This design comes from an exercise in tuning for small area, a short achievable clock period and few clock cycles on the open sky130 flow, not from production work. Only simulation tests tie the RTL to the original design; equivalence was not proved.

### flow/config.mk
export PLATFORM = sky130hd
export DESIGN_NAME = odp_writer
export DESIGN_NICKNAME = odp_writer
export VERILOG_FILES = /design/flow/design.v
export SDC_FILE = /design/flow/constraint.sdc
export NUM_CORES = 4
export LEC_CHECK = 0
export CAP_MARGIN = 20
export CORE_MARGIN = 2
export CORE_UTILIZATION = 40
export SLEW_MARGIN = 20
### flow/constraint.sdc
create_clock -name core_clock -period 12.0 [get_ports {clk}]
set_input_delay 2.4000 -clock core_clock [delete_from_list [all_inputs] [get_ports {clk}]]
set_output_delay 2.4000 -clock core_clock [all_outputs]
set_load 0.01 [all_outputs]
### flow/design.v
module odp_writer #(
    parameter int FIFO_DEPTH = 32,
    parameter int BURST_LEN  = 16
) (
    input  logic        clk,
    input  logic        rst_n,
    input  logic        px_in_vld,
    input  logic [15:0] px_in,
    output logic        px_in_rdy,
    output logic        MEM_REQ,
    output logic [31:0] MEM_ADDR,
    output logic [3:0]  MEM_CMD,
    output logic        MEM_WE,
    output logic [31:0] MEM_DOUT,
    output logic        MEM_WVLD,
    input  logic        MEM_WRDY,
    input  logic        MEM_ODP_SEL,
    input  logic        MEM_FIN,
    input  logic        ODP_START,
    output logic        ODP_STATUS,
    input  logic [31:0] CFG_WRITE_START_ADDR,
    input  logic [8:0]  CFG_WIDTH,
    input  logic [8:0]  CFG_HEIGHT,
    input  logic [9:0]  CFG_NUM_FMAP
);
    localparam int AW = $clog2(FIFO_DEPTH);
    localparam int CW = AW + 1;
    typedef enum logic [2:0] {
        S_IDLE, S_CALC, S_FILL, S_REQ, S_DATA, S_WAIT_FIN, S_DONE
    } state_t;
    state_t        state_q, state_d;
    logic          status_q, status_d;
    logic [31:0]   addr_q, addr_d;
    logic [27:0]   p_q, p_d;
    logic [26:0]   t_q, t_d;
    logic [26:0]   w_done_q, w_done_d;
    logic [27:0]   px_cnt_q, px_cnt_d;
    logic          half_q, half_d;
    logic [15:0]   hold_q, hold_d;
    logic [AW-1:0] wr_ptr_q, wr_ptr_d, rd_ptr_q, rd_ptr_d;
    logic [CW-1:0] count_q, count_d;
    logic [4:0]    pop_cnt_q, pop_cnt_d;
    logic [31:0]   mem_q [FIFO_DEPTH];
    logic          fifo_full, fifo_empty, px_xfer, push, pop, job_start, mem_req;
    logic [31:0]   push_data;
    logic [26:0]   words_left;
    logic [4:0]    burst_len;
    assign fifo_full  = (count_q == CW'(FIFO_DEPTH));
    assign fifo_empty = (count_q == '0);
    assign px_in_rdy  = status_q && !fifo_full && (px_cnt_q < p_q);
    assign px_xfer    = px_in_vld && px_in_rdy;
    assign job_start  = (state_q == S_IDLE) && ODP_START;
    assign words_left = t_q - w_done_q;
    assign burst_len  = (words_left < 27'(BURST_LEN)) ? words_left[4:0] : 5'(BURST_LEN);
    assign mem_req    = (state_q == S_REQ) || (state_q == S_DATA) || (state_q == S_WAIT_FIN);
    assign MEM_REQ    = mem_req;
    assign MEM_WE     = mem_req;
    assign MEM_ADDR   = mem_req ? (addr_q + {3'b000, w_done_q, 2'b00}) : 32'h0;
    assign MEM_CMD    = mem_req ? 4'(burst_len - 5'd1) : 4'h0;
    assign MEM_WVLD   = (state_q == S_DATA) && !fifo_empty;
    assign MEM_DOUT   = MEM_WVLD ? mem_q[rd_ptr_q] : 32'h0;
    assign ODP_STATUS = status_q;
    assign pop        = MEM_WVLD && MEM_WRDY;
    always_comb begin
        push      = 1'b0;
        push_data = '0;
        half_d    = half_q;
        hold_d    = hold_q;
        px_cnt_d  = px_cnt_q;
        if (job_start) begin
            px_cnt_d = '0;
            half_d   = 1'b0;
        end else if (px_xfer) begin
            px_cnt_d = px_cnt_q + 28'd1;
            if (half_q) begin
                push      = 1'b1;
                push_data = {px_in, hold_q};
                half_d    = 1'b0;
            end else if (px_cnt_q == p_q - 28'd1) begin
                push      = 1'b1;
                push_data = {16'h0000, px_in};
            end else begin
                hold_d = px_in;
                half_d = 1'b1;
            end
        end
    end
    always_comb begin
        wr_ptr_d = push ? wr_ptr_q + AW'(1) : wr_ptr_q;
        rd_ptr_d = pop ? rd_ptr_q + AW'(1) : rd_ptr_q;
        count_d  = count_q;
        case ({push, pop})
            2'b10:   count_d = count_q + CW'(1);
            2'b01:   count_d = count_q - CW'(1);
            default: count_d = count_q;
        endcase
    end
    always_comb begin
        state_d   = state_q;
        status_d  = status_q;
        addr_d    = addr_q;
        p_d       = p_q;
        t_d       = t_q;
        w_done_d  = w_done_q;
        pop_cnt_d = pop_cnt_q;
        case (state_q)
            S_IDLE: begin
                if (ODP_START) begin
                    p_d      = 28'(CFG_WIDTH) * 28'(CFG_HEIGHT) * 28'(CFG_NUM_FMAP);
                    addr_d   = CFG_WRITE_START_ADDR;
                    w_done_d = '0;
                    if (p_d != 28'd0) begin
                        state_d  = S_CALC;
                        status_d = 1'b1;
                    end
                end
            end
            S_CALC: begin
                t_d     = p_q[27:1] + 27'(p_q[0]);
                state_d = S_FILL;
            end
            S_FILL: begin
                if (count_q >= CW'(burst_len)) begin
                    pop_cnt_d = '0;
                    state_d   = S_REQ;
                end
            end
            S_REQ: begin
                if (MEM_ODP_SEL) state_d = S_DATA;
            end
            S_DATA: begin
                if (pop) begin
                    pop_cnt_d = pop_cnt_q + 5'd1;
                    if (pop_cnt_d == burst_len) state_d = S_WAIT_FIN;
                end
            end
            S_WAIT_FIN: begin
                if (MEM_FIN) begin
                    w_done_d = w_done_q + 27'(burst_len);
                    state_d  = (w_done_d < t_q) ? S_FILL : S_DONE;
                end
            end
            S_DONE: begin
                status_d = 1'b0;
                state_d  = S_IDLE;
            end
            default: state_d = S_IDLE;
        endcase
    end
    always_ff @(posedge clk or negedge rst_n) begin
        if (!rst_n) begin
            state_q   <= S_IDLE;
            status_q  <= 1'b0;
            addr_q    <= '0;
            p_q       <= '0;
            t_q       <= '0;
            w_done_q  <= '0;
            px_cnt_q  <= '0;
            half_q    <= 1'b0;
            hold_q    <= '0;
            wr_ptr_q  <= '0;
            rd_ptr_q  <= '0;
            count_q   <= '0;
            pop_cnt_q <= '0;
        end else begin
            state_q   <= state_d;
            status_q  <= status_d;
            addr_q    <= addr_d;
            p_q       <= p_d;
            t_q       <= t_d;
            w_done_q  <= w_done_d;
            px_cnt_q  <= px_cnt_d;
            half_q    <= half_d;
            hold_q    <= hold_d;
            wr_ptr_q  <= wr_ptr_d;
            rd_ptr_q  <= rd_ptr_d;
            count_q   <= count_d;
            pop_cnt_q <= pop_cnt_d;
        end
    end
    always_ff @(posedge clk) begin
        if (push) mem_q[wr_ptr_q] <= push_data;
    end
endmodule
### flow/run.sh
#!/bin/bash
# synth_recipe.tcl (not shown) runs the flow's synth.tcl, then flattens the netlist and writes it again
# the make line also repeats each setting of config.mk as NAME=value (left out here)
make -C /OpenROAD-flow-scripts/flow DESIGN_CONFIG=/design/flow/config.mk WORK_HOME=/design/flow/orfs CLKGATE_MAP_FILE= SYNTH_SCRIPT=/design/flow/synth_recipe.tcl finish
==> results.txt <==
cells in the final DEF, fill, tap and decap left out, types with 46 or more instances in the layout:
master,synthesis,final
clkdlybuf4s50_1,0,149
and2_1,134,134
dfrtp_1,184,178
edfxtp_1,1024,1024
fa_1,180,180
nand2_1,379,378
and3_1,54,46
xor2_1,49,47
xnor2_1,125,121
mux4_2,320,320
mux2i_1,47,47
nor2_1,230,190
buf_4,3,193
inv_1,321,321
a21oi_1,166,160
ha_1,233,232
nor3_1,54,54
a21o_1,50,50
nand3_1,83,83
o21ai_0,116,109
clkbuf_16,0,119
what timing repair did:
action | CTS | global route
endpoints found under the setup margin | 4 | 7
setup buffers | 1 | 3
resized for setup | 5 | 35
pin swaps | 0 | 18
cell families after synthesis:
group,count (synthesis),share of synthesized area
muxes,389,0.128
AOI/OAI and AO/OA,520,0.0528
DFF,1208,0.567
adders and majority gates,413,0.105
and+or+nand+nor,1143,0.0903
buffers and inverters,532,0.0331
xor gates and xnor gates,174,0.0244
worst min-delay path, cell delays in order (launching register included):
cell     delay [ns]
dfrtp_1        0.34
nand2_1        0.05
nand2_1        0.06
per-layer routing:
layer | global-route usage | vias to the layer above | routed length (microns)
met4 | 0.0484 | 0 | 3100
met1 | 0.289 | 19300 | 71100
li1 | - | 16800 | -
met3 | 0.0268 | 175 | 9490
met5 | 0 | - | 0
met2 | 0.317 | 1115 | 74300
flip-flops by register name, indices dropped and copies added (netlist names):
register	cells
mem_q	1024
addr_q	32
p_q	28
px_cnt_q	28
t_q	27
w_done_q	27
hold_q	16
count_q	6
pop_cnt_q	5
rd_ptr_q	5
wr_ptr_q	5
state_q	3
half_q	1
status_q	1
worst paths after layout:
kind | startpoint | to | slack (ns)
max | CFG_HEIGHT[0] | state_q[2]$_DFFE_PN0P_ | 0.47
min | addr_q[1]$_DFFE_PN0P_ | addr_q[1]$_DFFE_PN0P_ | 0.47
max reg2reg | w_done_q[11]$_DFFE_PN0P_ | state_q[2]$_DFFE_PN0P_ | 3.43
min reg2reg | addr_q[1]$_DFFE_PN0P_ | addr_q[1]$_DFFE_PN0P_ | 0.47
max in group asynchronous | rst_n | px_cnt_q[6]$_DFFE_PN0P_ | 9.02
min in group asynchronous | rst_n | rd_ptr_q[2]$_DFFE_PN0P_ | 1.60
layout make-up:
cell class                      count  area share
Clock inverter                     79      0.0121
Timing Repair Buffer              354      0.0437
Sequential cell                  1208       0.493
Multi-Input combinational cell   2639       0.354
Inverter                          322      0.0169
Tap cell                         2044      0.0357
Clock buffer                      147      0.0440
through the flow:
| stage | util | std cells |
|---|---|---|
| 3_3_place_gp | 0.436 | 6560 |
| 5_1_grt | 0.464 | 6793 |
| 6_report | 0.464 | 6793 |
| 4_1_cts | 0.463 | 6787 |
| 3_5_place_dp | 0.436 | 6560 |
| 2_1_floorplan | - | 4379 |
==> impl_metrics.env <==
export IMPL_outcome="timing/DRC/antenna clean"
export IMPL_critPathMaxStageDelay_ns=0.57
export IMPL_critPathKind="input port to register"
export IMPL_placed_cell_area_sq_um=67400
export IMPL_register_area_sq_um=35400
export IMPL_vias=37400
export IMPL_hold_buffers=0
export IMPL_synth_largest_area_cell="edfxtp_1"
export IMPL_die_h_microns=399
export IMPL_worstMarginPinSlew_ns=1.09
export IMPL_clkSinkCount=1208
export IMPL_synth_seq_cells=1208
export IMPL_worstHoldPathCells=2
export IMPL_place_congestion=0.851
export IMPL_synth_edf_count=1024
export IMPL_drt_initial_drc_count=3506
export IMPL_rows=144
export IMPL_cp_required_ns=12.62
export IMPL_fin_area_sq_um=71700
export IMPL_final_nets=5140
export IMPL_drc=0
export IMPL_drive_gt1_frac=0.176
export IMPL_multi_input_area_sq_um=25400
export IMPL_netlist_top_cells_count="edfxtp_1, nand2_1, inv_1"
export IMPL_crit_cells=43
export IMPL_synthArstFlopShare=0.152
export IMPL_routedWlPerCell_microns=23.3
export IMPL_finalCriticalPeriod_ns=11.53
export IMPL_core_area_sq_um=154000
export IMPL_first_pass_iters=6
export IMPL_start_util=0.404
export IMPL_boundaryPins=156
export IMPL_io_buffers=155
export IMPL_crit_path_start_kind="input port"
export IMPL_grt_pass1_wl_microns=239000
export IMPL_cpLargestDelayFamily="adder cells"
export IMPL_cts_inserted_buffers=119
export IMPL_fp_dieArea_sq_um=159000
export IMPL_cp_common_cell="fa_1"
export IMPL_synth_warnings=1
export IMPL_critical_path_max_fanout=12
export IMPL_area_growth_pct=15.0
export IMPL_worstPathArrival_ns=12.15
export IMPL_hold_slack_ns=0.473
export IMPL_grt_overflow_total=0
export IMPL_clk_pin_slew_ns=0.06
export IMPL_setup_viol=0
export IMPL_grtUsageTotal=0.199
export IMPL_place_ws_ns=-1.00
export IMPL_fin_skew_ns=0.0795
export IMPL_end_kind="register"
export IMPL_dp_hpwl_microns=102000
export IMPL_antenna_found_initial=0
export IMPL_max_freq_mhz=86.7
export IMPL_cts_max_level=3
export IMPL_path_buf_inv=12
export IMPL_setup_tns_ns=0
export IMPL_slowest_stage="fa_1"
export IMPL_cts_root_buf="clkbuf_16"
export IMPL_grt_max_degree=148
export IMPL_antennaDiodeCount=0
export IMPL_ant_nets=0
export IMPL_hold_viol=0
export IMPL_final_period_utilization=0.961
export IMPL_post_synth_top_area_fraction=0.493
export IMPL_avgSynthCellArea_sq_um=14.2
export IMPL_synth_area_sq_um=62300
export IMPL_ff2ff_path_depth=31
export IMPL_syn_nets=4875
export IMPL_synth_distinct_cells=86
export IMPL_drt_total_wl_microns=158000
export IMPL_finalMaxSlewViolations=0
export IMPL_synth_most_common_cell="edfxtp_1"
export IMPL_cts_tree="done"
export IMPL_synth_area_leaders="edfxtp_1, mux4_2, dfrtp_1"
export IMPL_hp_class="register to register"
export IMPL_insertion_delay_ns=0.77
export IMPL_slew_headroom=0.266
export IMPL_fillCellCount=13300
export IMPL_fin_ws_ns=0.468
export IMPL_die_w_microns=399
export IMPL_synth_cells=4379
export IMPL_yosysSeqAreaShare=0.567
export IMPL_post_drt_via_cell_ratio=5.51
export IMPL_grt_pass1_vias=37600
export IMPL_cts_path_max_buffers=3
export IMPL_maxCapViolations=0
export IMPL_synth_ff_type="edfxtp_1"
Testbench counts, summed over its fixed seeds: cycles 170,333.

[port drivers added, routing unchanged]
How much do the figures lean on ideal ports? The routed layout below was timed once more, with nothing changed but the port constraints.
Step 1, drivers: a clkbuf_16 drives clk and a buf_2 each remaining input, both assumed.
Step 2 also shifts input and output timing later by t, the mid clock arrival at the registers, as if the neighbouring blocks saw the same clock.
a / b / c = ideal ports / drivers / drivers and shift; a / b = the first two.
t, ns: 0.810
setup slack, ns: 0.468 / 0.523 / -0.287
worst setup path at the end: input to register
latest minus earliest clock arrival (ns): 0.082 / 0.081
With both steps, setup timing fails in this run, where it was met with ideal ports. The setup slack of this run moves by +0.055 ns with the drivers and by -0.755 ns with both steps.
